This is an optimization exercise on Yosys and OpenROAD, whose aim is small area, a short achievable clock period and few clock cycles, not a production implementation.
Only simulation tests tie the RTL to the original design; equivalence was not proved.
Power figures rest on the tool's default switching activity, not on a simulated workload.

==> flow/design.v <==
package conceal_pkg;
    typedef enum logic [1:0] {
        SIZE_16 = 2'd0,
        SIZE_32 = 2'd1,
        SIZE_64 = 2'd2
    } packet_size_e;
    typedef enum logic [2:0] {
        SEQ_IDLE,
        SEQ_FETCH,
        SEQ_CHECK,
        SEQ_CONCEAL,
        SEQ_FINISH
    } seq_state_e;
    typedef enum logic [1:0] {
        PORT_IDLE,
        PORT_READ,
        PORT_AVERAGE,
        PORT_WRITE
    } port_state_e;
    typedef struct packed {
        logic                     cyc;
        logic                     stb;
        logic                     we;
        logic [16-1:0] adr;
        logic [8-1:0]      dat;
    } pix_wb_req_t;
    typedef struct packed {
        logic                ack;
        logic [8-1:0] dat;
    } pix_wb_rsp_t;
    typedef struct packed {
        logic               cyc;
        logic               stb;
        logic [8-1:0] adr;
    } flag_wb_req_t;
    typedef struct packed {
        logic               ack;
        logic [16-1:0] dat;
    } flag_wb_rsp_t;
    typedef struct packed {
        logic at_top;
        logic at_bottom;
        logic at_left;
        logic at_right;
    } edge_flags_t;
    typedef struct packed {
        logic [16-1:0] adr;
        edge_flags_t              edges;
    } conceal_job_t;
    typedef struct packed {
        logic [8-1:0] nw;
        logic [8-1:0] n;
        logic [8-1:0] ne;
        logic [8-1:0] w;
        logic [8-1:0] e;
        logic [8-1:0] sw;
        logic [8-1:0] s;
        logic [8-1:0] se;
    } neighbours_t;
endpackage
`timescale 1ns/1ps
module concealment_top (
    input  logic                     clock,
    input  logic                     reset,
    input  logic                     start,
    input  logic [1:0]               size,
    output logic                     done,
    output logic                     pix_cyc,
    output logic                     pix_stb,
    output logic                     pix_we,
    output logic [16-1:0] pix_adr,
    output logic [8-1:0]      pix_dat_w,
    input  logic                     pix_ack,
    input  logic [8-1:0]      pix_dat_r,
    output logic                     flag_cyc,
    output logic                     flag_stb,
    output logic [8-1:0]       flag_adr,
    input  logic                     flag_ack,
    input  logic [16-1:0]       flag_dat
);
    localparam logic [2:0] S_IDLE = 3'd0;
    localparam logic [2:0] S_FLAG = 3'd1;
    localparam logic [2:0] S_SCAN = 3'd2;
    localparam logic [2:0] S_BUS  = 3'd3;
    localparam logic [2:0] S_DONE = 3'd4;
    localparam logic [1:0] PH_A = 2'd0;
    localparam logic [1:0] PH_B = 2'd1;
    localparam logic [1:0] PH_M = 2'd2;
    localparam logic [1:0] R_T = 2'd0;
    localparam logic [1:0] R_B = 2'd1;
    localparam logic [1:0] R_M = 2'd2;
    logic [2:0]  st;
    logic [1:0]  size_q;
    logic [7:0]  line;
    logic        tp, bp;     
    logic [15:0] segf;       
    logic        cyc_q, we_q, fcyc_q, done_q;
    logic [15:0] adr_q;
    logic        it_v;
    logic [1:0]  it_ph, it_row;
    logic        it_pm1;     
    logic [7:0]  rc;
    logic        rd_iss;     
    logic        tag_m, tag_pm, tag_first, tag_last, tag_c1;
    logic        ptag_m, ptag_pm, ptag_first, ptag_last, ptag_c1;
    logic        ptag_tb, ptag_ev, ptag_wv;
    logic        proc_v;
    logic [7:0]  din;
    logic [8:0]  cs0, cs1, cs2;
    logic        cs2_ok;
    logic        e_ok;       
    logic [7:0]  wv;         
    logic        wpend;      
    logic        ops_act;
    logic [7:0]  pend;       
    logic        fin_e1, fin_e2, fin_e3;
    logic [9:0]  opnd_q;     
    logic        fin_q;
    logic [10:0] acc;
    logic [7:0]  pcw;        
    logic        eL, eR;     
    logic        eK, nL, nR, start1;
    logic [7:0]  mask;
    logic        mask_e1, mask_e2;
    logic [7:0]  avail, sel;
    logic        e_force;
    logic [9:0]  opnd;
    logic [10:0] acc_sum;
    logic        fin_now, op_now;
    logic [1:0]  wa, wb, wd, we_, wf;
    assign eK = !tp || !bp;
    assign nL  = start1 ? (rc == 8'd1) : (fin_now ? 1'b0 : eL);
    assign nR  = start1 ? 1'b0 : (fin_now ? (pcw == 8'd253) : eR);
    assign wa  = nL ? 2'd0 : ((eK && nR) ? 2'd2 : 2'd1);
    assign wb  = 2'd1 + 2'(eK || nL || nR) + 2'(eK && (nL || nR));
    assign wd  = nR ? 2'd0 : ((eK && nL) ? 2'd2 : 2'd1);
    assign we_ = nL ? 2'd0 : (2'd1 + 2'(eK || nR) + 2'(eK && nR));
    assign wf  = nR ? 2'd0 : (2'd1 + 2'(eK || nL) + 2'(eK && nL));
    assign mask    = {wd[1], wd[0], we_[1], we_[0], wb[1], wb[0], wa[1], wa[0]};
    assign mask_e1 = (wf == 2'd1);
    assign mask_e2 = wf[1];
    assign e_force = proc_v && ptag_ev;
    assign avail   = pend & {cs2_ok, cs2_ok, 6'b111111};
    assign fin_now = ops_act && (pend == 8'd0) && (e_ok || !(fin_e1 || fin_e2)) && !wpend
                   && !e_force;
    assign op_now  = !e_force && (avail != 8'd0);
    always_comb begin
        sel = 8'd0;
        for (int i = 7; i >= 0; i = i - 1) begin
            if (avail[i]) sel = 8'(1) << i;
        end
        if (e_force) sel = 8'd0;
    end
    always_comb begin
        opnd = ({10{sel[0]}} & {1'b0, cs0})
             | ({10{sel[1]}} & {cs0, 1'b0})
             | ({10{sel[2]}} & {1'b0, cs1})
             | ({10{sel[3]}} & {cs1, 1'b0})
             | ({10{sel[4]}} & {2'b0, wv})
             | ({10{sel[5]}} & {1'b0, wv, 1'b0})
             | ({10{sel[6]}} & {1'b0, cs2})
             | ({10{sel[7]}} & {cs2, 1'b0})
             | ({10{e_force && fin_e1}} & {2'b0, din})
             | ({10{e_force && fin_e2}} & {1'b0, din, 1'b0});
    end
    assign acc_sum = acc + 11'(opnd_q);
    logic [3:0]  first_seg;
    logic        any_seg;
    logic [15:0] seg_exp;
    logic [15:0] seg_done;
    logic [1:0]  first_row;
    logic        need_mid;
    logic        nr_valid;
    logic [1:0]  nr;
    logic        it_first, it_last;
    logic        cont;
    logic [7:0]  rc_inc, c0, c0_m1;
    logic [7:0]  line_m1, line_p1, rd_line;
    logic        slot_free, w_inflight, wreq, rd_guard, rd_hold, rd_ok, rd_go, run_done;
    logic        srch, init_it;
    logic        ld_now, start_ops;
    always_comb begin
        first_seg = 4'd0;
        for (int i = 15; i >= 0; i = i - 1) begin
            if (segf[i]) first_seg = 4'(i);
        end
    end
    assign any_seg = (segf != 16'd0);
    always_comb begin
        for (int i = 0; i < 16; i = i + 1) begin
            case (size_q)
                2'd1:    seg_exp[i] = flag_dat[15 - i / 2];
                2'd2:    seg_exp[i] = flag_dat[15 - i / 4];
                default: seg_exp[i] = flag_dat[15 - i];
            endcase
            seg_done[i] = (4'(i) <= rc[7:4]);
        end
    end
    assign first_row = tp ? R_T : R_B;
    assign need_mid  = (it_ph != PH_B);
    always_comb begin
        nr_valid = 1'b0;
        nr       = R_M;
        case (it_row)
            R_T: begin
                if (bp) begin
                    nr_valid = 1'b1;
                    nr       = R_B;
                end else begin
                    nr_valid = need_mid;
                end
            end
            R_B:     nr_valid = need_mid;
            default: nr_valid = 1'b0;
        endcase
    end
    assign it_first = (it_row == first_row);
    assign it_last  = (it_row == R_B) || (it_row == R_T && !bp);
    assign rc_inc  = rc + 8'd1;
    assign c0      = {first_seg, 4'd0};
    assign c0_m1   = {first_seg - 4'd1, 4'hf};
    assign line_m1 = line - 8'd1;
    assign line_p1 = line + 8'd1;
    assign rd_line = (it_row == R_T) ? line_m1 : (it_row == R_B) ? line_p1 : line;
    assign cont    = (rc[3:0] != 4'd0) || segf[rc[7:4]];
    assign slot_free  = !cyc_q || pix_ack;
    assign w_inflight = cyc_q && we_q;
    assign wreq       = (wpend && !w_inflight) || fin_q;
    assign rd_guard   = it_first && ops_act && ((pend & (pend - 8'd1)) != 8'd0);
    assign rd_hold    = (it_ph == PH_A) && (it_row == R_M) && (ops_act || wpend || fin_q);
    assign rd_ok      = (st == S_BUS) && it_v && !rd_guard && !rd_hold;
    assign rd_go      = !wreq && rd_ok;
    assign run_done   = slot_free && wreq && !it_v && !ops_act && (st == S_BUS);
    assign srch       = (st == S_BUS) && !it_v && !rd_iss && any_seg;
    assign init_it    = ((st == S_SCAN) && any_seg) || srch;
    assign ptag_tb   = !ptag_m;
    assign ptag_ev   = ptag_m && ptag_pm;
    assign ptag_wv   = ptag_m && !ptag_pm;
    assign ld_now    = proc_v && ptag_tb;
    assign start1    = ld_now && ptag_first && ptag_c1;
    assign start_ops = (ld_now && ptag_first && ptag_pm)
                     || (fin_now && pcw == 8'd253);
    always_ff @(posedge clock or negedge reset) begin
        if (!reset) begin
            st      <= S_IDLE;
            cyc_q   <= 1'b0;
            fcyc_q  <= 1'b0;
            done_q  <= 1'b0;
            wpend   <= 1'b0;
            ops_act <= 1'b0;
            proc_v  <= 1'b0;
            e_ok    <= 1'b0;
            cs2_ok  <= 1'b0;
            it_v    <= 1'b0;
            rd_iss  <= 1'b0;
            fin_q   <= 1'b0;
        end else begin
            done_q <= 1'b0;
            proc_v <= pix_ack && cyc_q && !we_q;
            fin_q  <= fin_now;
            if (slot_free) begin
                cyc_q  <= wreq || rd_ok;
                rd_iss <= rd_go;
            end else begin
                rd_iss <= 1'b0;
            end
            if (fin_now) begin
                ops_act <= 1'b0;
                e_ok    <= 1'b0;
            end
            if (fin_q) begin
                wpend <= 1'b1;
            end
            if (start_ops) begin
                ops_act <= 1'b1;
            end
            if (ld_now && ptag_pm) begin
                cs2_ok <= ptag_last;
            end
            if (proc_v && ptag_ev) begin
                e_ok <= 1'b1;
            end
            if (pix_ack && w_inflight) begin
                wpend <= 1'b0;
            end
            if (rd_iss && !nr_valid && it_ph == PH_M && !(cont && rc != 8'd255)) begin
                it_v <= 1'b0;
            end
            case (st)
                S_IDLE: begin
                    wpend <= 1'b0;
                    if (start) begin
                        fcyc_q <= 1'b1;
                        st     <= S_FLAG;
                    end
                end
                S_FLAG: begin
                    if (flag_ack) begin
                        fcyc_q <= 1'b0;
                        st     <= S_SCAN;
                    end
                end
                S_SCAN: begin
                    ops_act <= 1'b0;
                    e_ok    <= 1'b0;
                    if (!any_seg) begin
                        if (!bp) begin
                            if (!cyc_q) begin
                                done_q <= 1'b1;
                                st     <= S_DONE;
                            end
                        end else begin
                            fcyc_q <= 1'b1;
                            st     <= S_FLAG;
                        end
                    end else begin
                        it_v <= 1'b1;
                        st   <= S_BUS;
                    end
                end
                S_BUS: begin
                    if (srch) it_v <= 1'b1;
                    if (run_done) st <= S_SCAN;
                end
                default: begin
                    st <= S_IDLE;
                end
            endcase
        end
    end
    always_ff @(posedge clock) begin
        if (slot_free) begin
            we_q      <= wreq;
            adr_q     <= wreq ? {line, pcw} : {rd_line, rc};
            tag_m     <= (it_row == R_M);
            tag_pm    <= (it_ph == PH_M);
            tag_first <= it_first;
            tag_last  <= it_last;
            tag_c1    <= it_pm1;
        end
        din        <= pix_dat_r;
        ptag_m     <= tag_m;
        ptag_pm    <= tag_pm;
        ptag_first <= tag_first;
        ptag_last  <= tag_last;
        ptag_c1    <= tag_c1;
        if (st == S_IDLE && start) begin
            size_q <= size;
            line   <= 8'd0;
            tp     <= 1'b0;
            bp     <= 1'b1;
        end
        if (st == S_FLAG) begin
            segf <= seg_exp;
        end
        if (st == S_IDLE) begin
            pend <= 8'd0;
        end
        if (st == S_SCAN && !any_seg && bp) begin
            line   <= line_p1;
            tp     <= 1'b1;
            bp     <= (line_p1 != 8'd239);
        end
        if (init_it) begin
            it_row <= first_row;
            it_pm1 <= 1'b0;
            if (first_seg != 4'd0) begin
                it_ph <= PH_A;
                rc    <= c0_m1;
            end else begin
                it_ph <= PH_B;
                rc    <= c0;
            end
        end
        if (rd_iss) begin
            if (nr_valid) begin
                it_row <= nr;
            end else begin
                it_row <= first_row;
                if (it_ph == PH_A) begin
                    it_ph <= PH_B;
                    rc    <= rc_inc;
                end else if (it_ph == PH_B) begin
                    it_ph  <= PH_M;
                    it_pm1 <= 1'b1;
                    rc     <= rc_inc;
                end else if (cont && rc != 8'd255) begin
                    it_pm1 <= 1'b0;
                    rc     <= rc_inc;
                end else begin
                    segf <= segf & ~seg_done;
                end
            end
        end
        if (proc_v) begin
            if (ptag_wv) wv <= din;
            if (ptag_ev && fin_e3) wv <= din;
        end
        if (ld_now) begin
            cs2 <= (ptag_first ? 9'd0 : cs2) + 9'(din);
            if (ptag_first) begin
                cs0 <= cs1;
                cs1 <= cs2;
            end
        end
        opnd_q <= opnd;
        if (fin_now) begin
            pcw <= pcw + 8'd1;
            eL  <= 1'b0;
            eR  <= (pcw == 8'd253);
            if (pcw == 8'd253) begin
                cs0 <= cs1;
                cs1 <= cs2;
            end
        end else if (op_now && ops_act) begin
            pend <= pend & ~sel;
        end else if (e_force && fin_e3) begin
            pend[4] <= 1'b1;
        end
        if (start1) begin
            pcw <= rc - 8'd2;
            eL  <= (rc == 8'd1);
            eR  <= 1'b0;
        end
        if (start_ops) begin
            pend   <= mask;
            fin_e1 <= mask_e1;
            fin_e2 <= mask_e2;
            fin_e3 <= (wf == 2'd3);
        end
        if (fin_q) begin
            wv <= acc_sum[10:3];
        end
        if (fin_q || st == S_IDLE) begin
            acc <= 11'd0;
        end else begin
            acc <= acc_sum;
        end
    end
    assign done      = done_q;
    assign pix_cyc   = cyc_q;
    assign pix_stb   = cyc_q;
    assign pix_we    = we_q;
    assign pix_adr   = adr_q;
    assign pix_dat_w = wv;
    assign flag_cyc  = fcyc_q;
    assign flag_stb  = fcyc_q;
    assign flag_adr  = line;
endmodule
==> flow/flow/run.sh <==
#!/bin/bash
set -euo pipefail
export SETUP_SLACK_MARGIN=6.2
bash standard.sh > standard.log 2>&1
==> flow/standard.sh <==
#!/bin/bash
# synth_recipe.tcl (not shown) runs the flow's synth.tcl, then flattens the netlist and writes it again
# the make line also repeats each setting of config.mk as NAME=value (left out here)
make -C /OpenROAD-flow-scripts/flow DESIGN_CONFIG=/design/flow/config.mk WORK_HOME=/design/flow/orfs CLKGATE_MAP_FILE= SYNTH_SCRIPT=/design/flow/synth_recipe.tcl "${@:-finish}"
==> flow/config.mk <==
export PLATFORM = sky130hd
export DESIGN_NAME = concealment_top
export DESIGN_NICKNAME = concealment_top
export VERILOG_FILES = /design/flow/design.v
export SDC_FILE = /design/flow/constraint.sdc
export NUM_CORES = 4
export LEC_CHECK = 0
export CAP_MARGIN = 20
export CORE_MARGIN = 2
export CORE_UTILIZATION = 40
export SLEW_MARGIN = 20
==> flow/constraint.sdc <==
create_clock -name core_clock -period 9.0 [get_ports {clock}]
set_input_delay 1.8000 -clock core_clock [delete_from_list [all_inputs] [get_ports {clock}]]
set_output_delay 1.8000 -clock core_clock [all_outputs]
set_load 0.01 [all_outputs]
==> metrics.csv, run 1 <==
stage,metric,value,unit
min_path,Worst Hold Class,flop to flop,
floorplanning,Die Wd,154,um
logic_synthesis,Post-Synth XOR/XNOR Area,3.98,%
worst_setup_path,Required @ worst endpoint,7.20,ns
place,GPL Wtd Cong,0.863,
power_and_ir_drop,static leakage,4.25,nW
grt,Global Route Usage Sum,20.3,%
clocking,clock buffer depth,2,
worst_setup_path,"Slowest-stage cell, CP",dfrtp_2,
worst_setup_path,CP peak stage delay,0.43,ns
cells_and_area,Filler cells,2083,
logic_synthesis,fraction of synthesized area in multiplexers,5.02,%
logic_synthesis,Synth Area in Simple Gates,19.5,%
logic_synthesis,Synth Net Count,1025,
logic_synthesis,main combinational cell family by area after synthesis,simple AND/OR/NAND/NOR gates,
timing,RSZ-0062 raised after global routing,true,
grt,initial antenna violation count,0,
routing,WL per Instance,17.7,um
cells_and_area,Nets,1106,
timing,worst rel slew slack,36.5,%
worst_setup_path,Worst Path Buf+Inv,2,
timing,Final Hold Vio Count,0,
worst_setup_path,worst path cell trace,buf_6 -> buf_6,
place,DP HPWL,16.4,mm
place,placed insts,1261,
grt,pin count of the biggest net entering global routing,24,
timing,hold_ws,0.344,ns
routing,ANT nets after route,0,
logic_synthesis,post-synthesis adder-cell area fraction,5.80,%
logic_synthesis,cell taking the most area after synthesis,edfxtp_1,
cells_and_area,design area,10600,sq um
timing,Fin Setup TNS,0,ns
status,status,timing/DRC/antenna clean,
floorplanning,# rows,54,
clocking,Root Driver,clkbuf_16,
routing,1st-iter DRT viols,522,
routing,Initial DRT Pass Iterations,5,
worst_setup_path,crit path DAT,1.08,ns
worst_setup_path,cell family with most CP delay,flip-flops,
grt,vias in the first global route,7143,
cells_and_area,post-layout utilization of the core,48.3,%
cells_and_area,"commonest cells after routing, fill and taps aside","104 x nand2_1, 85 x dfxtp_1, 84 x nor2_1, 63 x edfxtp_1, 51 x a21oi_1",
logic_synthesis,Post-Syn Area,9020,sq um
logic_synthesis,Mapped Avg Cell Area,9.45,sq um
worst_setup_path,CP max FO,3,
grt,GRT overflow,0,
grt,first-pass GRT wire length,38.2,mm
timing,worst-margin pin slew,0.951,ns
clocking,clk sinks,167,
cells_and_area,number of diodes,0,
floorplanning,core footprint,22000,sq um
cells_and_area,"most common cell after layout, fill and taps aside",nand2_1,
clocking,clock latency (worst-skew pair),0.43,ns
cells_and_area,Non-Filler Instances,1329,
logic_synthesis,Yosys warnings,1,
floorplanning,die footprint,23800,sq um
routing,Vias,7413,
timing,fmax,0.348,GHz
logic_synthesis,ys flop type,dfxtp_1,
logic_synthesis,flop and latch count out of synthesis,167,
logic_synthesis,main area contributors after synthesis,"edfxtp_1 21%, dfxtp_1 20%, ha_1 5.1%, nand2_1 4.5%, dfrtp_1 3.9%",
worst_setup_path,kind of critical path,flop to output port,
floorplanning,Initial Utilization,41.1,%
logic_synthesis,Mapped Cells,955,
place,placed inst area,9890,sq um
logic_synthesis,register area share after synthesis,44.8,%
clocking,CTS tree,built,
floorplanning,die height,154,um
routing,routed wire length,23.5,mm
timing,final setup vio count,0,
logic_synthesis,fraction of registers with async set or reset after synthesis,8.38,%
power_and_ir_drop,Pwr per Cell Area,334,nW/um^2
worst_setup_path,Crit. End Element,output port,
routing,number of remaining DRC errors,0,
timing,Tmin final,2.88,ns
timing,Final Skew,0.0143,ns
place,IO buf count,68,
worst_setup_path,CP dominant cell by count,buf_6,
logic_synthesis,Unique masters post-synth,80,
worst_setup_path,CP startpoint kind,flop,
logic_synthesis,Synth Area in Compound Gates,16.9,%
floorplanning,I/O Pins,69,
cells_and_area,"Area growth, synth to finish",17.4,%
power_and_ir_drop,maximum VDD drop,0.000166,V
logic_synthesis,Post-synth EDFFs,63,
clocking,"CTS clk-pin slew, worst paths",0.06,ns
routing,vias per inst,5.58,
clocking,H-tree depth,4,
cells_and_area,layout cells sized above 1,16.9,%
clocking,CTS Buf Count,17,
timing,Max Slew Vio Count,0,
logic_synthesis,Synth top area share,21.0,%
run,# Max-Cap Violations,0,
timing,Final period util,32.0,%
-- through the flow --
stage	setup slack (ns)	power (mW)
after detailed placement	5.32	2.85
after global routing	6.09	3.83
after floorplan	6.05	2.43
after CTS	6.03	3.53
after global placement	5.33	2.83
final	6.12	3.54
-- final timing paths --
kind / start / end / slack, ns / depth (start not counted)
setup / recovery: cyc_q / pix_cyc / 6.12 / 2
hold / removal: tag_last / ptag_last / 0.34 / 0
setup reg to reg: pend[0] / pend[2] / 6.36 / 8
hold reg to reg: tag_last / ptag_last / 0.34 / 0
max in group asynchronous: reset / cyc_q / 6.71 / 1
min in group asynchronous: reset / done_q / 1.79 / 1
-- kinds of logic (layout without fill, tap and decap cells) --
family / after synthesis / count (layout)
AO/OA/AOI/OAI: 226 / 226
XOR/XNOR: 41 / 41
adder cells (fa/ha/maj): 41 / 41
buffers and inverters: 83 / 176
flip-flops: 167 / 167
multiplexers: 37 / 37
AND/OR/NAND/NOR: 360 / 361
-- routing by layer --
layer  track usage, %  wire (um)  part of all wire [%]  vias up
li1                 -          -                     -     3636
met3             3.22        831                   3.5       29
met4             6.68        389                   1.7        0
met5                0          0                     0        -
met2             34.2      11500                    49      166
met1             26.7      10700                    46     3582
-- where the power goes --
| part | switching, mW | internal (mW) | total [mW] |
|---|---|---|---|
| sequential | 0.324 | 1.11 | 1.43 |
| clock | 0.317 | 0.363 | 0.680 |
| combinational | 0.743 | 0.690 | 1.43 |
| total | 1.38 | 2.16 | 3.54 |
-- cell usage after synthesis (14+ instances only) --
cell and n:
dfrtp_1 14, nand2_1 107, dfxtp_1 90, a21oi_1 51, nor3_1 21, a22oi_1 15
nor2_1 85, nand3_1 43, xnor2_1 29, o21ai_0 49, clkbuf_1 32, ha_1 37
inv_1 35, nor2b_1 24, edfxtp_1 63, a31oi_1 14, nand2b_1 20, mux2_2 19
-- timing repair --
action                     4_1_cts  5_1_grt
gates cloned                     1        0
setup endpoints to repair       79       82
hold buffers                     0        0
gates resized for setup        158       21
pin swaps                        1        3
buffers inserted                23       12
-- layout make-up --
class                           instances  area (sq um)  share of cell area [%]
Inverter                               35           131                    1.24
Multi-Input combinational cell        706          4710                    44.4
Tap cell                              280           350                    3.31
Clock inverter                         13          98.8                   0.933
Timing Repair Buffer                  109           815                    7.69
Sequential cell                       167          4050                    38.2
Clock buffer                           19           443                    4.18
-- state kept, by name (all words and copies together) (netlist names), 2 cells and up --
signal	cells
acc	11
adr_q	16
cs0	9
cs1	9
cs2	9
din	8
it_ph	2
it_row	2
line	8
opnd_q	10
pcw	8
pend	8
rc	8
segf	16
size_q	2
st	3
wv	8
Testbench counts, summed over its fixed seeds: cycles 704,808.
==> run 2: changes to the inputs <==
--- a/flow/config.mk
+++ b/flow/config.mk
@@ -9,3 +9,4 @@
 export CORE_MARGIN = 2
 export CORE_UTILIZATION = 40
+export CTS_BUF_LIST = sky130_fd_sc_hd__clkbuf_8
 export SLEW_MARGIN = 20
==> metrics.csv, run 2 <==
stage,metric,value,unit,change
worst_setup_path,kind of critical path,flop to output port,,unchanged
floorplanning,Initial Utilization,41.1,%,unchanged
clocking,clock buffer depth,2,,unchanged
floorplanning,Die Wd,154,um,unchanged
timing,worst-margin pin slew,0.881,ns,was 0.951 ns
cells_and_area,"most common cell after layout, fill and taps aside",nand2_1,,unchanged
routing,WL per Instance,17.5,um,was 17.7 um
timing,RSZ-0062 raised after global routing,true,,unchanged
routing,ANT nets after route,0,,unchanged
timing,Final period util,32.4,%,was 32.0%
floorplanning,I/O Pins,69,,unchanged
timing,worst rel slew slack,41.1,%,was 36.5%
timing,PnR worst setup slack,6.08,ns,was 6.12 ns
worst_setup_path,CP peak stage delay,0.44,ns,was 0.43 ns
logic_synthesis,Post-synth top cells,"107 x nand2_1, 90 x dfxtp_1, 85 x nor2_1",,unchanged
logic_synthesis,flop and latch count out of synthesis,167,,unchanged
worst_setup_path,Worst Path Buf+Inv,2,,unchanged
timing,Final Hold Vio Count,0,,unchanged
routing,1st-iter DRT viols,517,,was 522
logic_synthesis,Synth top area share,21.0,%,unchanged
cells_and_area,layout cells sized above 1,16.9,%,unchanged
power_and_ir_drop,Pwr per Cell Area,322,nW/um^2,was 334 nW/um^2
power_and_ir_drop,static leakage,4.16,nW,was 4.25 nW
logic_synthesis,Post-synth EDFFs,63,,unchanged
logic_synthesis,Synth Net Count,1025,,unchanged
power_and_ir_drop,maximum VDD drop,0.000164,V,was 0.000166 V
min_path,Worst Hold Class,flop to flop,,unchanged
cells_and_area,Nets,1106,,unchanged
grt,pin count of the biggest net entering global routing,24,,unchanged
routing,routed wire length,23.3,mm,was 23.5 mm
logic_synthesis,Yosys warnings,1,,unchanged
status,status,timing/DRC/antenna clean,,unchanged
worst_setup_path,crit path DAT,1.12,ns,was 1.08 ns
logic_synthesis,cell taking the most area after synthesis,edfxtp_1,,unchanged
place,GPL Wtd Cong,0.863,,unchanged
grt,Global Route Usage Sum,20.0,%,was 20.3%
worst_setup_path,CP max FO,3,,unchanged
logic_synthesis,ys flop type,dfxtp_1,,unchanged
clocking,CTS tree,built,,unchanged
grt,vias in the first global route,7070,,"was 7,143"
worst_setup_path,worst path cell trace,buf_6 -> buf_6,,unchanged
place,DP HPWL,16.4,mm,unchanged
timing,Max Slew Vio Count,0,,unchanged
clocking,clock latency (worst-skew pair),0.46,ns,was 0.43 ns
cells_and_area,number of diodes,0,,unchanged
grt,GRT overflow,0,,unchanged
place,IO buf count,68,,unchanged
routing,number of remaining DRC errors,0,,unchanged
run,# Max-Cap Violations,0,,unchanged
logic_synthesis,register area share after synthesis,44.8,%,unchanged
timing,Fin Setup TNS,0,ns,unchanged
floorplanning,die footprint,23800,sq um,unchanged
logic_synthesis,Post-Syn Area,9020,sq um,unchanged
clocking,H-tree depth,4,,unchanged
worst_setup_path,Crit. End Element,output port,,unchanged
clocking,"CTS clk-pin slew, worst paths",0.09,ns,was 0.06 ns
timing,fmax,0.343,GHz,was 0.348 GHz
clocking,CTS Buf Count,17,,unchanged
logic_synthesis,Mapped Cells,955,,unchanged
clocking,clk sinks,167,,unchanged
timing,Final Skew,0.0146,ns,was 0.0143 ns
timing,final setup vio count,0,,unchanged
logic_synthesis,Mapped Avg Cell Area,9.45,sq um,unchanged
grt,initial antenna violation count,0,,unchanged
cells_and_area,Top Registers,"adr_q: 16 flops, segf: 16 flops, acc: 11 flops",,unchanged
worst_setup_path,cell family with most CP delay,flip-flops,,unchanged
floorplanning,die height,154,um,unchanged
timing,Tmin final,2.92,ns,was 2.88 ns
grt,first-pass GRT wire length,37.8,mm,was 38.2 mm
logic_synthesis,"count leader, synth",nand2_1,,unchanged
place,DP Worst Slack,5.32,ns,unchanged
worst_setup_path,"Slowest-stage cell, CP",dfrtp_2,,unchanged
cells_and_area,"commonest cells after routing, fill and taps aside","104 x nand2_1, 85 x dfxtp_1, 84 x nor2_1, 63 x edfxtp_1, 51 x a21oi_1",,unchanged
clocking,Root Driver,clkbuf_8,,was clkbuf_16
worst_setup_path,CP dominant cell by count,buf_6,,unchanged
floorplanning,core footprint,22000,sq um,unchanged
logic_synthesis,main area contributors after synthesis,"edfxtp_1 21%, dfxtp_1 20%, ha_1 5.1%, nand2_1 4.5%, dfrtp_1 3.9%",,unchanged
routing,Vias,7456,,"was 7,413"
worst_setup_path,Required @ worst endpoint,7.20,ns,about the same
floorplanning,# rows,54,,unchanged
routing,vias per inst,5.61,,was 5.58
logic_synthesis,Unique masters post-synth,80,,unchanged
routing,Initial DRT Pass Iterations,5,,unchanged
logic_synthesis,fraction of registers with async set or reset after synthesis,8.38,%,unchanged
worst_setup_path,CP startpoint kind,flop,,unchanged
cells_and_area,"Area growth, synth to finish",15.2,%,was 17.4%
## run 2: cell counts after synthesis
Identical to the previous run, type by type.
## run 2: cell type report
cell class	count	area (sq um)
clock inverter	14	103
timing repair buffer	109	815
inverter	35	131
sequential	167	4050
clock buffer	18	248
multi-input combinational	706	4690
tap	280	350
fill	2117	11600
## run 2: path summary, 6_finish.rpt
check                        start       to  slack, ns  cells past startpoint
setup / recovery             cyc_q  pix_cyc       6.08                      2
hold / removal              tag_c1  ptag_c1       0.35                      0
setup reg to reg           pend[0]  pend[2]       6.35                      8
hold reg to reg             tag_c1  ptag_c1       0.35                      0
max in group asynchronous    reset    cyc_q       6.74                      1
min in group asynchronous    reset   done_q       1.76                      1
## run 2: metrics by stage
stage / instances / power (mW) / util (%) / cell area [sq um] / hold WS [ns]
final: 1329 / 3.35 / 47.3 / 10400 / 0.349
after CTS: 1318 / 3.35 / 46.7 / 10300 / 0.350
after global placement: 1261 / 2.83 / 45.0 / 9890 / 0.324
after detailed placement: 1261 / 2.85 / 45.0 / 9890 / 0.329
after global routing: 1329 / 3.63 / 47.3 / 10400 / 0.356
after floorplan: 955 / 2.43 / - / 9040 / 0.323
## run 2: logic make-up after synthesis
kind of cell,share of synthesized area (%)
simple gates,19.5
mux,5.02
flops,44.8
fa+ha+maj,5.80
compound gates,16.9
buf+inv,4.06
xor+xnor,3.98
## run 2: timing repair
action	4_1_cts	5_1_grt
resized for setup	160	17
gates cloned	1	0
hold endpoints to repair	0	0
setup buffers	24	11
hold buffers	0	0
pin swaps	1	2
setup endpoints to repair	80	84
## run 2: power breakdown
part	total (mW)	switching [mW]	leakage, nW	internal (mW)
sequential	1.43	0.322	1.53	1.10
clock	0.495	0.295	0.177	0.200
combinational	1.43	0.740	2.46	0.688
total	3.35	1.36	4.16	1.99
## run 2: worst register-to-register path: cells and delay by family (launching register included)
family,cells,cell delay [ns]
DFF,1,0.41
AOI/OAI and AO/OA,4,0.79
adders and majority gates,1,0.27
and+or+nand+nor,3,1.11
## run 2: routing by layer
metal | share of wire [%] | routed length (um) | track usage [%] | vias up
met5 | 0 | 0 | 0 | -
met4 | 1.5 | 350 | 4.90 | 0
met3 | 3.7 | 857 | 3.53 | 23
met2 | 49 | 11400 | 34.0 | 174
met1 | 46 | 10700 | 26.4 | 3621
li1 | - | - | - | 3638
==> run 3: changes to the inputs <==
--- a/flow/design.v
+++ b/flow/design.v
@@ -102,6 +102,6 @@
     logic [7:0]  rc;
     logic        rd_iss;     
-    logic        tag_m, tag_pm, tag_first, tag_last, tag_c1;
-    logic        ptag_m, ptag_pm, ptag_first, ptag_last, ptag_c1;
+    logic        tag_m, tag_pm, tag_first, tag_c1;
+    logic        ptag_m, ptag_pm, ptag_first, ptag_c1;
     logic        ptag_tb, ptag_ev, ptag_wv;
     logic        proc_v;
@@ -173,5 +173,5 @@
     logic        nr_valid;
     logic [1:0]  nr;
-    logic        it_first, it_last;
+    logic        it_first;
     logic        cont;
     logic [7:0]  rc_inc, c0, c0_m1;
@@ -216,5 +216,4 @@
     end
     assign it_first = (it_row == first_row);
-    assign it_last  = (it_row == R_B) || (it_row == R_T && !bp);
     assign rc_inc  = rc + 8'd1;
     assign c0      = {first_seg, 4'd0};
@@ -276,5 +275,5 @@
             end
             if (ld_now && ptag_pm) begin
-                cs2_ok <= ptag_last;
+                cs2_ok <= !ptag_first || eK;
             end
             if (proc_v && ptag_ev) begin
@@ -336,5 +335,4 @@
             tag_pm    <= (it_ph == PH_M);
             tag_first <= it_first;
-            tag_last  <= it_last;
             tag_c1    <= it_pm1;
         end
@@ -343,5 +341,4 @@
         ptag_pm    <= tag_pm;
         ptag_first <= tag_first;
-        ptag_last  <= tag_last;
         ptag_c1    <= tag_c1;
         if (st == S_IDLE && start) begin
==> metrics.csv, run 3 <==
stage,metric,value,unit,change
clocking,clk sinks,165,,was 167
power_and_ir_drop,static leakage,3.97,nW,was 4.16 nW
floorplanning,# rows,54,,unchanged
timing,Final period util,31.7,%,was 32.4%
grt,GRT overflow,0,,unchanged
logic_synthesis,Post-synth top cells,"89 x dfxtp_1, 87 x nand2_1, 74 x nor2_1",,"was 107 x nand2_1, 90 x dfxtp_1, 85 x nor2_1"
timing,fmax,0.351,GHz,was 0.343 GHz
clocking,CTS tree,built,,unchanged
routing,ANT nets after route,0,,unchanged
clocking,"CTS clk-pin slew, worst paths",0.09,ns,about the same
cells_and_area,Top Registers,"adr_q: 16 flops, segf: 16 flops, acc: 11 flops",,unchanged
place,placed insts,1225,,"was 1,261"
routing,number of remaining DRC errors,0,,unchanged
floorplanning,core footprint,21800,sq um,"was 22,000 sq um"
logic_synthesis,Synth Net Count,989,,"was 1,025"
worst_setup_path,Required @ worst endpoint,7.20,ns,about the same
cells_and_area,Filler cells,2119,,"was 2,117"
timing,worst rel slew slack,39.9,%,was 41.1%
timing,Tmin final,2.85,ns,was 2.92 ns
grt,first-pass GRT wire length,35.9,mm,was 37.8 mm
cells_and_area,design area,10200,sq um,"was 10,400 sq um"
timing,RSZ-0062 raised after global routing,true,,unchanged
timing,Max Slew Vio Count,0,,unchanged
run,# Max-Cap Violations,0,,unchanged
grt,pin count of the biggest net entering global routing,25,,was 24
clocking,CTS Hold Bufs,0,,unchanged
worst_setup_path,cell family with most CP delay,flip-flops,,unchanged
worst_setup_path,Worst Path Buf+Inv,1,,was 2
grt,Global Route Usage Sum,19.0,%,was 20.0%
worst_setup_path,crit path DAT,1.05,ns,was 1.12 ns
floorplanning,die height,153,um,was 154 um
logic_synthesis,Yosys warnings,1,,unchanged
place,placed inst area,9690,sq um,was 9890 sq um
timing,final setup vio count,0,,unchanged
logic_synthesis,ys flop type,dfxtp_1,,unchanged
floorplanning,Initial Utilization,40.6,%,was 41.1%
logic_synthesis,Post-synth EDFFs,62,,was 63
logic_synthesis,Mapped Avg Cell Area,9.60,sq um,was 9.45 sq um
floorplanning,I/O Pins,69,,unchanged
logic_synthesis,cell taking the most area after synthesis,edfxtp_1,,unchanged
power_and_ir_drop,total power,3.25,mW,was 3.35 mW
cells_and_area,Nets,1061,,"was 1,106"
place,DP HPWL,15.4,mm,was 16.4 mm
worst_setup_path,Crit. End Element,output port,,unchanged
cells_and_area,post-layout utilization of the core,46.9,%,was 47.3%
clocking,Root Driver,clkbuf_8,,unchanged
cells_and_area,Non-Filler Instances,1284,,"was 1,329"
routing,routed wire length,21.8,mm,was 23.3 mm
power_and_ir_drop,maximum VDD drop,0.000111,V,was 0.000164 V
routing,WL per Instance,17.0,um,was 17.5 um
routing,vias per inst,5.50,,was 5.61
logic_synthesis,Mapped Cells,919,,was 955
place,IO buf count,68,,unchanged
logic_synthesis,Post-Syn Area,8820,sq um,was 9020 sq um
routing,Vias,7061,,"was 7,456"
floorplanning,die footprint,23300,sq um,"was 23,800 sq um"
timing,worst-margin pin slew,0.901,ns,was 0.881 ns
grt,initial antenna violation count,0,,unchanged
timing,Fin Setup TNS,0,ns,unchanged
clocking,CTS Buf Count,17,,unchanged
place,GPL Wtd Cong,0.834,,was 0.863
floorplanning,Die Wd,153,um,was 154 um
logic_synthesis,Synth top area share,21.1,%,was 21.0%
routing,Initial DRT Pass Iterations,6,,was 5
logic_synthesis,"count leader, synth",dfxtp_1,,was nand2_1
routing,1st-iter DRT viols,395,,was 517
clocking,H-tree depth,4,,unchanged
grt,vias in the first global route,6869,,"was 7,070"
min_path,Worst Hold Class,flop to flop,,unchanged
logic_synthesis,fraction of registers with async set or reset after synthesis,8.48,%,was 8.38%
cells_and_area,"commonest cells after routing, fill and taps aside","85 x nand2_1, 81 x dfxtp_1, 73 x nor2_1, 62 x edfxtp_1, 56 x a21oi_1",,"was 104 x nand2_1, 85 x dfxtp_1, 84 x nor2_1, 63 x edfxtp_1, 51 x a21oi_1"
cells_and_area,"most common cell after layout, fill and taps aside",nand2_1,,unchanged
worst_setup_path,CP peak stage delay,0.43,ns,was 0.44 ns
place,DP Worst Slack,5.49,ns,was 5.32 ns
power_and_ir_drop,Pwr per Cell Area,318,nW/um^2,was 322 nW/um^2
worst_setup_path,worst path cell trace,buf_2,,was buf_6 -> buf_6
status,status,timing/DRC/antenna clean,,unchanged
logic_synthesis,register area share after synthesis,45.3,%,was 44.8%
clocking,clock buffer depth,2,,unchanged
worst_setup_path,CP startpoint kind,flop,,unchanged
clocking,clock latency (worst-skew pair),0.46,ns,about the same
worst_setup_path,"Slowest-stage cell, CP",edfxtp_1,,was dfrtp_2
timing,hold_ws,0.347,ns,was 0.349 ns
timing,Final Skew,0.0175,ns,was 0.0146 ns
logic_synthesis,flop and latch count out of synthesis,165,,was 167
timing,PnR worst setup slack,6.15,ns,was 6.08 ns
logic_synthesis,main area contributors after synthesis,"edfxtp_1 21%, dfxtp_1 20%, ha_1 5.2%, dfrtp_1 4.0%, nand2_1 3.7%",,"was edfxtp_1 21%, dfxtp_1 20%, ha_1 5.1%, nand2_1 4.5%, dfrtp_1 3.9%"
cells_and_area,number of diodes,0,,unchanged
cells_and_area,"Area growth, synth to finish",15.6,%,was 15.2%
cells_and_area,layout cells sized above 1,15.7,%,was 16.9%
logic_synthesis,Unique masters post-synth,82,,was 80
worst_setup_path,CP max FO,2,,was 3
timing,Final Hold Vio Count,0,,unchanged
worst_setup_path,kind of critical path,flop to output port,,unchanged
run 3: cell types whose count changed in the layout (fill, tap and decap cells not counted), sizes merged, moves of 6 or more:
cell	delta
nand2	-20
buf	-12
nor2	-11
a31oi	-8
o211ai	+8
a21oi	+6
a22o	+6
run 3: timing repair:
item                                    in CTS  in global routing
gates cloned                                 1                  0
pin swaps                                    1                  4
endpoints found under the setup margin      96                 68
resized for setup                          170                 15
setup buffers                               19                  7
run 3: cell type report:
type                    count  area, sq um  area share (%)
repair buffers             97          723            7.09
clock buffers              17          234            2.29
well taps                 280          350            3.44
inverters                  36          135            1.33
multi-input cells         674         4610            45.2
flip-flops and latches    165         4010            39.3
clock inverters            15          133            1.30
run 3: path summary, 6_finish.rpt:
| check | from | to | slack [ns] | cells past startpoint |
|---|---|---|---|---|
| max | line[6] | flag_adr[6] | 6.15 | 1 |
| min | tag_c1 | ptag_c1 | 0.35 | 0 |
| max reg2reg | pend[0] | pend[2] | 6.34 | 8 |
| min reg2reg | tag_c1 | ptag_c1 | 0.35 | 0 |
| max in group asynchronous | reset | cyc_q | 6.74 | 1 |
| min in group asynchronous | reset | rd_iss | 1.77 | 1 |
run 3: where the power goes:
part / total (mW) / internal, mW / switching (mW)
combinational: 1.31 / 0.638 / 0.677
clock: 0.507 / 0.220 / 0.288
sequential: 1.42 / 1.09 / 0.331
total: 3.25 / 1.95 / 1.30
run 3: kinds of logic (layout without fill, tap and decap cells):
kind of cell,count (synthesis),in the layout,synth area share (%)
simple gates,331,332,18.7
compound gates,219,219,16.7
flops,165,165,45.3
buf+inv,81,165,3.81
mux,43,43,5.76
fa+ha+maj,41,41,5.93
xor+xnor,39,39,3.87
run 3: routing by layer:
layer / up-vias / track usage, % / part of all wire, %
met5: - / 0 / 0
met1: 3350 / 25.5 / 47
li1: 3524 / - / -
met3: 31 / 3.67 / 4.2
met2: 156 / 30.5 / 47
met4: 0 / 7.14 / 1.9
Testbench counts of run 3, summed over its fixed seeds: cycles 704,808.
==> run 4: changes to the inputs <==
--- a/flow/design.v
+++ b/flow/design.v
@@ -99,9 +99,9 @@
     logic        it_v;
     logic [1:0]  it_ph, it_row;
-    logic        it_pm1;     
+    logic        run_first;  
     logic [7:0]  rc;
     logic        rd_iss;     
-    logic        tag_m, tag_pm, tag_first, tag_c1;
-    logic        ptag_m, ptag_pm, ptag_first, ptag_c1;
+    logic        tag_m, tag_pm, tag_first;
+    logic        ptag_m, ptag_pm, ptag_first;
     logic        ptag_tb, ptag_ev, ptag_wv;
     logic        proc_v;
@@ -114,4 +114,5 @@
     logic        ops_act;
     logic [7:0]  pend;       
+    logic [1:0]  wf_q;       
     logic        fin_e1, fin_e2, fin_e3;
     logic [9:0]  opnd_q;     
@@ -119,8 +120,6 @@
     logic [10:0] acc;
     logic [7:0]  pcw;        
-    logic        eL, eR;     
     logic        eK, nL, nR, start1;
     logic [7:0]  mask;
-    logic        mask_e1, mask_e2;
     logic [7:0]  avail, sel;
     logic        e_force;
@@ -130,6 +129,9 @@
     logic [1:0]  wa, wb, wd, we_, wf;
     assign eK = !tp || !bp;
-    assign nL  = start1 ? (rc == 8'd1) : (fin_now ? 1'b0 : eL);
-    assign nR  = start1 ? 1'b0 : (fin_now ? (pcw == 8'd253) : eR);
+    assign nL  = start1 && (rc == 8'd1);
+    assign nR  = fin_now && (pcw == 8'd253);
+    assign fin_e1 = (wf_q == 2'd1);
+    assign fin_e2 = wf_q[1];
+    assign fin_e3 = (wf_q == 2'd3);
     assign wa  = nL ? 2'd0 : ((eK && nR) ? 2'd2 : 2'd1);
     assign wb  = 2'd1 + 2'(eK || nL || nR) + 2'(eK && (nL || nR));
@@ -138,6 +140,4 @@
     assign wf  = nR ? 2'd0 : (2'd1 + 2'(eK || nL) + 2'(eK && nL));
     assign mask    = {wd[1], wd[0], we_[1], we_[0], wb[1], wb[0], wa[1], wa[0]};
-    assign mask_e1 = (wf == 2'd1);
-    assign mask_e2 = wf[1];
     assign e_force = proc_v && ptag_ev;
     assign avail   = pend & {cs2_ok, cs2_ok, 6'b111111};
@@ -237,5 +237,5 @@
     assign ptag_wv   = ptag_m && !ptag_pm;
     assign ld_now    = proc_v && ptag_tb;
-    assign start1    = ld_now && ptag_first && ptag_c1;
+    assign start1    = ld_now && ptag_first && ptag_pm && run_first;
     assign start_ops = (ld_now && ptag_first && ptag_pm)
                      || (fin_now && pcw == 8'd253);
@@ -335,5 +335,4 @@
             tag_pm    <= (it_ph == PH_M);
             tag_first <= it_first;
-            tag_c1    <= it_pm1;
         end
         din        <= pix_dat_r;
@@ -341,5 +340,4 @@
         ptag_pm    <= tag_pm;
         ptag_first <= tag_first;
-        ptag_c1    <= tag_c1;
         if (st == S_IDLE && start) begin
             size_q <= size;
@@ -360,6 +358,6 @@
         end
         if (init_it) begin
-            it_row <= first_row;
-            it_pm1 <= 1'b0;
+            it_row    <= first_row;
+            run_first <= 1'b1;
             if (first_seg != 4'd0) begin
                 it_ph <= PH_A;
@@ -380,8 +378,6 @@
                 end else if (it_ph == PH_B) begin
                     it_ph  <= PH_M;
-                    it_pm1 <= 1'b1;
                     rc     <= rc_inc;
                 end else if (cont && rc != 8'd255) begin
-                    it_pm1 <= 1'b0;
                     rc     <= rc_inc;
                 end else begin
@@ -404,6 +400,4 @@
         if (fin_now) begin
             pcw <= pcw + 8'd1;
-            eL  <= 1'b0;
-            eR  <= (pcw == 8'd253);
             if (pcw == 8'd253) begin
                 cs0 <= cs1;
@@ -417,12 +411,9 @@
         if (start1) begin
             pcw <= rc - 8'd2;
-            eL  <= (rc == 8'd1);
-            eR  <= 1'b0;
+            run_first <= 1'b0;
         end
         if (start_ops) begin
             pend   <= mask;
-            fin_e1 <= mask_e1;
-            fin_e2 <= mask_e2;
-            fin_e3 <= (wf == 2'd3);
+            wf_q <= wf;
         end
         if (fin_q) begin
==> metrics.csv, run 4 <==
stage,metric,value,unit,change
status,status,timing/DRC/antenna clean,,unchanged
routing,vias per inst,5.60,,was 5.50
logic_synthesis,Synth Net Count,986,,was 989
grt,pin count of the biggest net entering global routing,24,,was 25
floorplanning,Die Wd,151,um,was 153 um
clocking,Root Driver,clkbuf_8,,unchanged
place,DP HPWL,15.8,mm,was 15.4 mm
worst_setup_path,CP startpoint kind,flop,,unchanged
routing,routed wire length,22.2,mm,was 21.8 mm
power_and_ir_drop,Sw Share,40.1,%,was 39.9%
logic_synthesis,ys flop type,dfxtp_1,,unchanged
power_and_ir_drop,static leakage,4.04,nW,was 3.97 nW
logic_synthesis,Unique masters post-synth,76,,was 82
logic_synthesis,post-synthesis adder-cell area fraction,5.88,%,was 5.93%
grt,GRT overflow,0,,unchanged
timing,worst-margin pin slew,0.886,ns,was 0.901 ns
place,GPL Wtd Cong,0.873,,was 0.834
worst_setup_path,worst path cell trace,buf_2,,unchanged
grt,vias in the first global route,6823,,"was 6,869"
logic_synthesis,fraction of registers with async set or reset after synthesis,8.75,%,was 8.48%
clocking,clk sinks,160,,was 165
power_and_ir_drop,maximum VDD drop,0.0000972,V,was 0.000111 V
worst_setup_path,cell family with most CP delay,flip-flops,,unchanged
min_path,Worst Hold Class,flop to flop,,unchanged
logic_synthesis,Mapped Avg Cell Area,9.47,sq um,was 9.60 sq um
logic_synthesis,Post-synth EDFFs,60,,was 62
worst_setup_path,CP peak stage delay,0.49,ns,was 0.43 ns
power_and_ir_drop,Clock power frac,16.7,%,was 15.6%
timing,Final Hold Vio Count,0,,unchanged
timing,RSZ-0062 raised after global routing,true,,unchanged
clocking,clock latency (worst-skew pair),0.46,ns,about the same
worst_setup_path,"Slowest-stage cell, CP",edfxtp_1,,unchanged
logic_synthesis,Synth Area in Compound Gates,16.9,%,was 16.7%
logic_synthesis,main combinational cell family by area after synthesis,simple AND/OR/NAND/NOR gates,,unchanged
power_and_ir_drop,internal power,1.91,mW,was 1.95 mW
cells_and_area,"commonest cells after routing, fill and taps aside","92 x nand2_1, 80 x dfxtp_1, 70 x nor2_1, 60 x edfxtp_1, 56 x a21oi_1",,"was 85 x nand2_1, 81 x dfxtp_1, 73 x nor2_1, 62 x edfxtp_1, 56 x a21oi_1"
cells_and_area,layout cells sized above 1,17.1,%,was 15.7%
logic_synthesis,Synth top area share,20.7,%,was 21.1%
timing,Fin Setup TNS,0,ns,unchanged
floorplanning,# rows,53,,was 54
cells_and_area,Top Registers,"adr_q: 16 flops, segf: 16 flops, acc: 11 flops",,unchanged
clocking,H-tree depth,4,,unchanged
routing,Initial DRT Pass Iterations,5,,was 6
logic_synthesis,"count leader, synth",nand2_1,,was dfxtp_1
timing,final setup vio count,0,,unchanged
grt,first-pass GRT wire length,36.0,mm,was 35.9 mm
logic_synthesis,Post-Synth XOR/XNOR Area,4.23,%,was 3.87%
clocking,"CTS clk-pin slew, worst paths",0.09,ns,about the same
worst_setup_path,Crit. End Element,output port,,unchanged
logic_synthesis,Mapped Cells,917,,was 919
logic_synthesis,main area contributors after synthesis,"edfxtp_1 21%, dfxtp_1 20%, ha_1 5.2%, nand2_1 4.1%, dfrtp_1 4.0%",,"was edfxtp_1 21%, dfxtp_1 20%, ha_1 5.2%, dfrtp_1 4.0%, nand2_1 3.7%"
routing,1st-iter DRT viols,545,,was 395
timing,fmax,0.341,GHz,was 0.351 GHz
power_and_ir_drop,Logic pwr share,40.9,%,was 40.5%
worst_setup_path,crit path DAT,1.13,ns,was 1.05 ns
worst_setup_path,Required @ worst endpoint,7.20,ns,about the same
clocking,CTS Hold Bufs,0,,unchanged
logic_synthesis,cell taking the most area after synthesis,edfxtp_1,,unchanged
floorplanning,I/O Pins,69,,unchanged
logic_synthesis,flop and latch count out of synthesis,160,,was 165
timing,Tmin final,2.93,ns,was 2.85 ns
logic_synthesis,fraction of synthesized area in multiplexers,4.84,%,was 5.76%
routing,number of remaining DRC errors,0,,unchanged
logic_synthesis,Synth Area in Simple Gates,19.3,%,was 18.7%
grt,initial antenna violation count,0,,unchanged
floorplanning,die height,151,um,was 153 um
routing,ANT nets after route,0,,unchanged
cells_and_area,number of diodes,0,,unchanged
worst_setup_path,CP max FO,2,,unchanged
routing,Vias,7185,,"was 7,061"
logic_synthesis,register area share after synthesis,44.6,%,was 45.3%
run,# Max-Cap Violations,0,,unchanged
clocking,CTS tree,built,,unchanged
floorplanning,core footprint,21200,sq um,"was 21,800 sq um"
power_and_ir_drop,total power,3.20,mW,was 3.25 mW
cells_and_area,"most common cell after layout, fill and taps aside",nand2_1,,unchanged
logic_synthesis,Post-Syn Area,8690,sq um,was 8820 sq um
timing,Final Skew,0.0132,ns,was 0.0175 ns
power_and_ir_drop,Pwr per Cell Area,316,nW/um^2,was 318 nW/um^2
timing,worst rel slew slack,40.9,%,was 39.9%
worst_setup_path,Worst Path Buf+Inv,1,,unchanged
timing,Final period util,32.6,%,was 31.7%
power_and_ir_drop,switching pwr,1.28,mW,was 1.30 mW
floorplanning,die footprint,22900,sq um,"was 23,300 sq um"
routing,WL per Instance,17.3,um,was 17.0 um
cells_and_area,Nets,1064,,"was 1,061"
clocking,clock buffer depth,2,,unchanged
logic_synthesis,Post-synth top cells,"94 x nand2_1, 86 x dfxtp_1, 71 x nor2_1",,"was 89 x dfxtp_1, 87 x nand2_1, 74 x nor2_1"
worst_setup_path,kind of critical path,flop to output port,,unchanged
grt,Global Route Usage Sum,20.1,%,was 19.0%
place,IO buf count,68,,unchanged
cells_and_area,"Area growth, synth to finish",16.6,%,was 15.6%
power_and_ir_drop,sequential share of power,42.4,%,was 43.9%
timing,Max Slew Vio Count,0,,unchanged
floorplanning,Initial Utilization,41.1,%,was 40.6%
logic_synthesis,Yosys warnings,1,,unchanged
clocking,CTS Buf Count,17,,unchanged
[run 4: changes by cell type after synthesis, sizes merged, moves of 6 or more]
| cell | change |
|---|---|
| nand2 | +8 |
| o22ai | +10 |
| inv | +7 |
| a32o | -6 |
| nor3 | -13 |
| o21a | -6 |
| xor2 | +7 |
| nor2b | +11 |
[run 4: cell families (layout without fill, tap and decap cells)]
family	Yosys count	after routing
fa+ha+maj	40	40
flops	160	160
mux	36	36
simple gates	335	336
compound gates	219	220
buf+inv	85	174
xor+xnor	42	42
[run 4: worst paths after layout]
kind	start	to	slack [ns]	depth (start not counted)
setup / recovery	we_q	pix_we	6.07	1
hold / removal	tag_pm	ptag_pm	0.35	0
setup reg to reg	pend[0]	pend[4]	6.32	7
hold reg to reg	tag_pm	ptag_pm	0.35	0
max in group asynchronous	reset	cyc_q	6.78	1
min in group asynchronous	reset	st[2]	1.75	1
[run 4: layout make-up]
cell class | instances | area, sq um
fill | 2009 | 11000
inverter | 42 | 163
clock buffer | 17 | 234
tap | 275 | 344
timing repair buffer | 100 | 761
clock inverter | 15 | 159
sequential | 160 | 3890
multi-input combinational | 674 | 4580
[run 4: power groups by stage]
stage                     registers, mW  clock network, mW  logic, mW
after floorplan                    1.22                  0       1.02
after global placement             1.36                  0       1.26
after detailed placement           1.36                  0       1.28
after CTS                          1.34              0.549       1.28
after global routing               1.39              0.580       1.45
final                              1.35              0.535       1.31
[run 4: what timing repair did]
item / in CTS / in global routing
setup endpoints to repair: 100 / 102
resized for setup: 162 / 21
buffers inserted: 24 / 5
pin swaps: 1 / 5
cloned: 1 / 1
[run 4: stage by stage]
stage	std cells	hold slack, ns	worst slack [ns]	instance area (sq um)	util (%)
after floorplan	917	0.323	6.24	8710	-
after global placement	1220	0.324	5.55	9550	45.1
after detailed placement	1220	0.327	5.51	9550	45.1
after CTS	1277	0.347	6.02	9990	47.2
after global routing	1283	0.363	6.00	10100	47.9
final	1283	0.347	6.07	10100	47.9
[run 4: per-layer routing]
layer | GRT usage [%] | wire length, um
met2 | 31.2 | 10200
met4 | 5.84 | 276
met5 | 0 | 0
met3 | 4.46 | 1210
met1 | 28.1 | 10600
Testbench counts of run 4, summed over its fixed seeds: cycles 704,808.
==> run 5: changes to the inputs <==
--- a/flow/design.v
+++ b/flow/design.v
@@ -129,5 +129,5 @@
     logic [1:0]  wa, wb, wd, we_, wf;
     assign eK = !tp || !bp;
-    assign nL  = start1 && (rc == 8'd1);
+    assign nL  = start1 && (rc[7:4] == 4'd0);
     assign nR  = fin_now && (pcw == 8'd253);
     assign fin_e1 = (wf_q == 2'd1);
@@ -410,5 +410,5 @@
         end
         if (start1) begin
-            pcw <= rc - 8'd2;
+            pcw <= {rc[7:4] - 4'd1, 4'hf};
             run_first <= 1'b0;
         end
==> metrics.csv, run 5 <==
stage,metric,value,unit,change
logic_synthesis,Mapped Cells,912,,was 917
place,placed insts,1217,,"was 1,220"
power_and_ir_drop,total power,3.18,mW,was 3.20 mW
clocking,CTS Buf Count,17,,unchanged
clocking,H-tree depth,4,,unchanged
timing,hold_ws,0.342,ns,was 0.347 ns
timing,worst-margin pin slew,0.856,ns,was 0.886 ns
clocking,clock latency (worst-skew pair),0.47,ns,was 0.46 ns
timing,fmax,0.342,GHz,was 0.341 GHz
worst_setup_path,CP startpoint kind,flop,,unchanged
worst_setup_path,crit path from,cyc_q,,was we_q
status,status,timing/DRC/antenna clean,,unchanged
grt,Global Route Usage Sum,19.4,%,was 20.1%
timing,RSZ-0062 raised after global routing,true,,unchanged
cells_and_area,post-layout utilization of the core,47.2,%,was 47.9%
cells_and_area,number of diodes,0,,unchanged
place,placed inst area,9460,sq um,was 9550 sq um
timing,Fin Setup TNS,0,ns,unchanged
clocking,clk sinks,160,,unchanged
cells_and_area,design area,9930,sq um,"was 10,100 sq um"
worst_setup_path,R2R setup slack,6.33,ns,was 6.32 ns
worst_setup_path,CP max FO,2,,unchanged
worst_setup_path,cell family with most CP delay,flip-flops,,unchanged
logic_synthesis,main area contributors after synthesis,"dfxtp_1 21%, edfxtp_1 20%, ha_1 5.7%, o21ai_0 4.2%, nand2_1 4.1%",,"was edfxtp_1 21%, dfxtp_1 20%, ha_1 5.2%, nand2_1 4.1%, dfrtp_1 4.0%"
worst_setup_path,worst path cell trace,buf_6 -> buf_6,,was buf_2
cells_and_area,Top Registers,"adr_q: 16 flops, segf: 16 flops, acc: 11 flops",,unchanged
cells_and_area,"most common cell after layout, fill and taps aside",nand2_1,,unchanged
min_path,Hold Crit Start,tag_first,,was tag_pm
routing,routed wire length,21.3,mm,was 22.2 mm
grt,pin count of the biggest net entering global routing,22,,was 24
min_path,Worst Hold Class,flop to flop,,unchanged
grt,GRT overflow,0,,unchanged
logic_synthesis,register area share after synthesis,44.8,%,was 44.6%
logic_synthesis,Yosys warnings,1,,unchanged
timing,PnR worst setup slack,6.08,ns,was 6.07 ns
worst_setup_path,Worst Path Buf+Inv,2,,was 1
cells_and_area,Filler cells,2051,,"was 2,009"
run,# Max-Cap Violations,0,,unchanged
logic_synthesis,ys flop type,dfxtp_1,,unchanged
logic_synthesis,fraction of registers with async set or reset after synthesis,8.75,%,unchanged
floorplanning,die footprint,22600,sq um,"was 22,900 sq um"
place,IO buf count,68,,unchanged
logic_synthesis,flop and latch count out of synthesis,160,,unchanged
routing,ANT nets after route,0,,unchanged
cells_and_area,Nets,1060,,"was 1,064"
timing,worst rel slew slack,42.9,%,was 40.9%
worst_setup_path,Required @ worst endpoint,7.20,ns,about the same
worst_setup_path,kind of critical path,flop to output port,,unchanged
clocking,CTS Hold Bufs,0,,unchanged
grt,vias in the first global route,6560,,"was 6,823"
worst_setup_path,launch point of the worst reg-to-reg path,wpend,,was pend[0]
routing,number of remaining DRC errors,0,,unchanged
routing,vias per inst,5.50,,was 5.60
cells_and_area,"commonest cells after routing, fill and taps aside","93 x nand2_1, 82 x dfxtp_1, 75 x nor2_1, 68 x o21ai_0, 56 x edfxtp_1",,"was 92 x nand2_1, 80 x dfxtp_1, 70 x nor2_1, 60 x edfxtp_1, 56 x a21oi_1"
floorplanning,Initial Utilization,40.7,%,was 41.1%
clocking,Root Driver,clkbuf_8,,unchanged
worst_setup_path,CP peak stage delay,0.43,ns,was 0.49 ns
routing,WL per Instance,16.7,um,was 17.3 um
worst_setup_path,"Slowest-stage cell, CP",dfrtp_2,,was edfxtp_1
logic_synthesis,Post-synth top cells,"94 x nand2_1, 90 x dfxtp_1, 76 x nor2_1",,"was 94 x nand2_1, 86 x dfxtp_1, 71 x nor2_1"
clocking,CTS tree,built,,unchanged
logic_synthesis,Synth Net Count,984,,was 986
floorplanning,die height,150,um,was 151 um
place,DP Worst Slack,5.42,ns,was 5.51 ns
worst_setup_path,Crit. End Element,output port,,unchanged
cells_and_area,layout cells sized above 1,15.8,%,was 17.1%
logic_synthesis,Post-Syn Area,8550,sq um,was 8690 sq um
clocking,"CTS clk-pin slew, worst paths",0.08,ns,was 0.09 ns
logic_synthesis,cell taking the most area after synthesis,dfxtp_1,,was edfxtp_1
logic_synthesis,Synth top area share,21.1,%,was 20.7%
power_and_ir_drop,static leakage,3.99,nW,was 4.04 nW
timing,Final period util,32.5,%,was 32.6%
cells_and_area,"Area growth, synth to finish",16.1,%,was 16.6%
logic_synthesis,Unique masters post-synth,72,,was 76
floorplanning,I/O Pins,69,,unchanged
logic_synthesis,Mapped Avg Cell Area,9.38,sq um,was 9.47 sq um
timing,Max Slew Vio Count,0,,unchanged
cells_and_area,Non-Filler Instances,1276,,"was 1,283"
clocking,clock buffer depth,2,,unchanged
floorplanning,Die Wd,150,um,was 151 um
worst_setup_path,CP dominant cell by count,buf_6,,
grt,first-pass GRT wire length,34.3,mm,was 36.0 mm
power_and_ir_drop,maximum VDD drop,0.000196,V,was 0.0000972 V
cells_and_area,FF+latch area,3850,sq um,was 3890 sq um
floorplanning,core footprint,21000,sq um,"was 21,200 sq um"
timing,Final Skew,0.0230,ns,was 0.0132 ns
grt,initial antenna violation count,1,,was 0
logic_synthesis,"count leader, synth",nand2_1,,unchanged
routing,Initial DRT Pass Iterations,6,,was 5
cells_and_area,multi-input logic area,4480,sq um,was 4580 sq um
place,DP HPWL,15.2,mm,was 15.8 mm
place,GPL Wtd Cong,0.853,,was 0.873
timing,Tmin final,2.92,ns,was 2.93 ns
floorplanning,# rows,53,,unchanged
timing,final setup vio count,0,,unchanged
worst_setup_path,crit path DAT,1.12,ns,was 1.13 ns
routing,1st-iter DRT viols,489,,was 545
routing,Vias,7014,,"was 7,185"
power_and_ir_drop,Pwr per Cell Area,320,nW/um^2,was 316 nW/um^2
logic_synthesis,Post-synth EDFFs,56,,was 60
timing,Final Hold Vio Count,0,,unchanged
run 5: cell types whose count changed in the layout (fill, tap and decap cells not counted), sizes merged, moves of 5 or more:
cell    previous run  this run
a21oi             58        45
mux2i              6        11
nor2b             32        23
o22ai             17         4
a221o             10         4
nand3             42        30
o21ai             43        71
a221oi             6        15
nor2              72        77
a22oi             14         5
nand2b            17        10
run 5: worst register-to-register path, cell delays in order (launching register included):
cell and delay, ns:
dfrtp_1 0.43, or4b_4 0.49, or4_4 0.49, or2_4 0.29, or2_4 0.32, nand2_8 0.18, mux2_2 0.36
run 5: kinds of logic (layout without fill, tap and decap cells):
family	Yosys count	count (layout)	synth area share, %
and+or+nand+nor	322	322	18.6
muxes	37	37	4.71
DFF	160	160	44.8
AOI/OAI and AO/OA	226	226	17.3
adders and majority gates	43	43	6.41
buffers and inverters	86	175	4.21
xor gates and xnor gates	38	38	3.89
run 5: layout make-up:
| type | count | area share, % |
|---|---|---|
| multi-input cells | 666 | 45.1 |
| flip-flops and latches | 160 | 38.8 |
| repair buffers | 99 | 7.46 |
| well taps | 275 | 3.46 |
| clock buffers | 18 | 2.49 |
| inverters | 44 | 1.71 |
| clock inverters | 14 | 1.03 |
run 5: path summary, 6_finish.rpt:
path                       cells after the start    endpoint
max in group asynchronous                      1     ops_act
max                                            2     pix_stb
max reg2reg                                    6      cs1[0]
min                                            0  ptag_first
min reg2reg                                    0  ptag_first
min in group asynchronous                      1       st[1]
run 5: what timing repair did:
item                       CTS  global route
buffers inserted            19             8
pin swaps                    2             6
resized for setup          164            23
setup endpoints to repair   93            95
run 5: report_power, final:
| part | leakage (nW) | total [mW] | switching, mW | internal, mW |
|---|---|---|---|---|
| combinational | 2.34 | 1.32 | 0.694 | 0.625 |
| sequential | 1.46 | 1.37 | 0.310 | 1.06 |
| clock | 0.193 | 0.493 | 0.273 | 0.220 |
| total | 3.99 | 3.18 | 1.28 | 1.91 |
run 5: metal layers:
layer  wire length, um  track usage, %
met5                 0               0
met4               176            5.75
met3              1030            3.21
met2              9370            28.9
met1             10700            28.9
Testbench counts of run 5, summed over its fixed seeds: cycles 704,808.
==> run 6: changes to the inputs <==
--- a/flow/design.v
+++ b/flow/design.v
@@ -414,5 +414,5 @@
         end
         if (start_ops) begin
-            pend   <= mask;
+            pend <= mask;
             wf_q <= wf;
         end
==> metrics.csv, run 6 <==
stage,metric,value,unit,change
grt,vias in the first global route,6560,,unchanged
routing,Vias,7014,,unchanged
timing,worst rel slew slack,42.9,%,unchanged
clocking,"CTS clk-pin slew, worst paths",0.08,ns,about the same
timing,Max Slew Vio Count,0,,unchanged
timing,Final Skew,0.0230,ns,unchanged
floorplanning,die footprint,22600,sq um,unchanged
power_and_ir_drop,internal power,1.91,mW,unchanged
clocking,clk sinks,160,,unchanged
logic_synthesis,Mapped Cells,912,,unchanged
power_and_ir_drop,Logic pwr share,41.4,%,about the same
logic_synthesis,Mapped Avg Cell Area,9.38,sq um,unchanged
clocking,clock buffer depth,2,,unchanged
logic_synthesis,main area contributors after synthesis,"dfxtp_1 21%, edfxtp_1 20%, ha_1 5.7%, o21ai_0 4.2%, nand2_1 4.1%",,unchanged
routing,vias per inst,5.50,,unchanged
logic_synthesis,ys flop type,dfxtp_1,,unchanged
logic_synthesis,Synth top area share,21.1,%,unchanged
timing,Final Hold Vio Count,0,,unchanged
grt,first-pass GRT wire length,34.3,mm,unchanged
routing,WL per Instance,16.7,um,unchanged
cells_and_area,number of diodes,0,,unchanged
clocking,CTS tree,built,,unchanged
place,IO buf count,68,,unchanged
logic_synthesis,Unique masters post-synth,72,,unchanged
power_and_ir_drop,sequential share of power,43.1,%,about the same
min_path,Hold Crit Start,tag_first,,unchanged
worst_setup_path,CP max FO,2,,unchanged
worst_setup_path,Crit. End Element,output port,,unchanged
power_and_ir_drop,Pwr per Cell Area,320,nW/um^2,unchanged
logic_synthesis,flop and latch count out of synthesis,160,,unchanged
worst_setup_path,reg2reg path depth,6,,unchanged
cells_and_area,"Area growth, synth to finish",16.1,%,unchanged
timing,Tmin final,2.92,ns,unchanged
logic_synthesis,Post-synth top cells,"94 x nand2_1, 90 x dfxtp_1, 76 x nor2_1",,unchanged
grt,Global Route Usage Sum,19.4,%,unchanged
logic_synthesis,register area share after synthesis,44.8,%,unchanged
clocking,CTS Buf Count,17,,unchanged
status,status,timing/DRC/antenna clean,,unchanged
timing,Final period util,32.5,%,unchanged
floorplanning,# rows,53,,unchanged
clocking,Root Driver,clkbuf_8,,unchanged
routing,1st-iter DRT viols,489,,unchanged
floorplanning,Die Wd,150,um,unchanged
worst_setup_path,CP startpoint kind,flop,,unchanged
worst_setup_path,Required @ worst endpoint,7.20,ns,about the same
floorplanning,die height,150,um,unchanged
routing,routed wire length,21.3,mm,unchanged
power_and_ir_drop,maximum VDD drop,0.000196,V,unchanged
power_and_ir_drop,static leakage,3.99,nW,unchanged
run 6: power groups by stage:
stage | sequential, mW | combinational [mW] | clock, mW
detailed placement | 1.38 | 1.30 | 0
floorplan | 1.25 | 1.02 | 0
global placement | 1.39 | 1.29 | 0
CTS | 1.37 | 1.30 | 0.503
finish | 1.37 | 1.32 | 0.493
global route | 1.41 | 1.48 | 0.531
run 6: final cells by class:
type | instances | area, sq um
clock buffer | 18 | 248
clock inverter | 14 | 103
fill | 2051 | 11100
inverter | 44 | 170
multi-input combinational | 666 | 4480
sequential | 160 | 3850
tap | 275 | 344
timing repair buffer | 99 | 741
run 6: cell families after synthesis:
group / count (synthesis) / share of synthesized area, %
adders and majority gates: 43 / 6.41
muxes: 37 / 4.71
buffers and inverters: 86 / 4.21
and+or+nand+nor: 322 / 18.6
AOI/OAI and AO/OA: 226 / 17.3
DFF: 160 / 44.8
xor gates and xnor gates: 38 / 3.89
run 6: critical path, delay by kind of cell, from the launching register on:
family | cells | cell delay (ns)
flip-flops | 1 | 0.43
buffers and inverters | 2 | 0.23
run 6: per-stage QoR:
step | hold WS (ns) | cells | setup WS, ns | util [%] | area, sq um
3_5_place_dp | 0.327 | 1217 | 5.42 | 45.0 | 9460
6_report | 0.342 | 1276 | 6.08 | 47.2 | 9930
3_3_place_gp | 0.324 | 1217 | 5.47 | 45.0 | 9460
2_1_floorplan | 0.323 | 912 | 6.11 | - | 8610
4_1_cts | 0.346 | 1268 | 6.04 | 46.6 | 9800
5_1_grt | 0.352 | 1276 | 6.04 | 47.2 | 9930
run 6: worst max path at each step:
stage,from,endpoint,depth (start not counted)
2_1_floorplan,start,st[0],4
3_3_place_gp,pix_ack,st[0],5
3_5_place_dp,pix_ack,st[0],5
4_1_cts,cyc_q,pix_stb,2
5_1_grt,cyc_q,pix_stb,2
6_report,cyc_q,pix_stb,2
run 6: repair_timing:
action | in CTS | in global routing
resized for setup | 164 | 23
endpoints found under the setup margin | 93 | 95
setup buffers | 19 | 8
pin swaps | 2 | 6
run 6: metal layers:
metal / share of wire [%] / vias up / GRT usage (%)
met3: 4.8 / 14 / 3.21
met2: 44 / 175 / 28.9
met4: 0.83 / 0 / 5.75
met1: 50 / 3346 / 28.9
li1: - / 3479 / -
met5: 0 / - / 0
Testbench counts of run 6, summed over its fixed seeds: cycles 704,808.

Re-timed with assumed drivers on the ports (clkbuf_16 on the clock, buf_2 on other inputs), run 6 has 6.035 ns of setup slack against 6.076 ns with ideal ports, and 5.810 ns once port delays also move by the mid clock arrival of 0.499 ns.
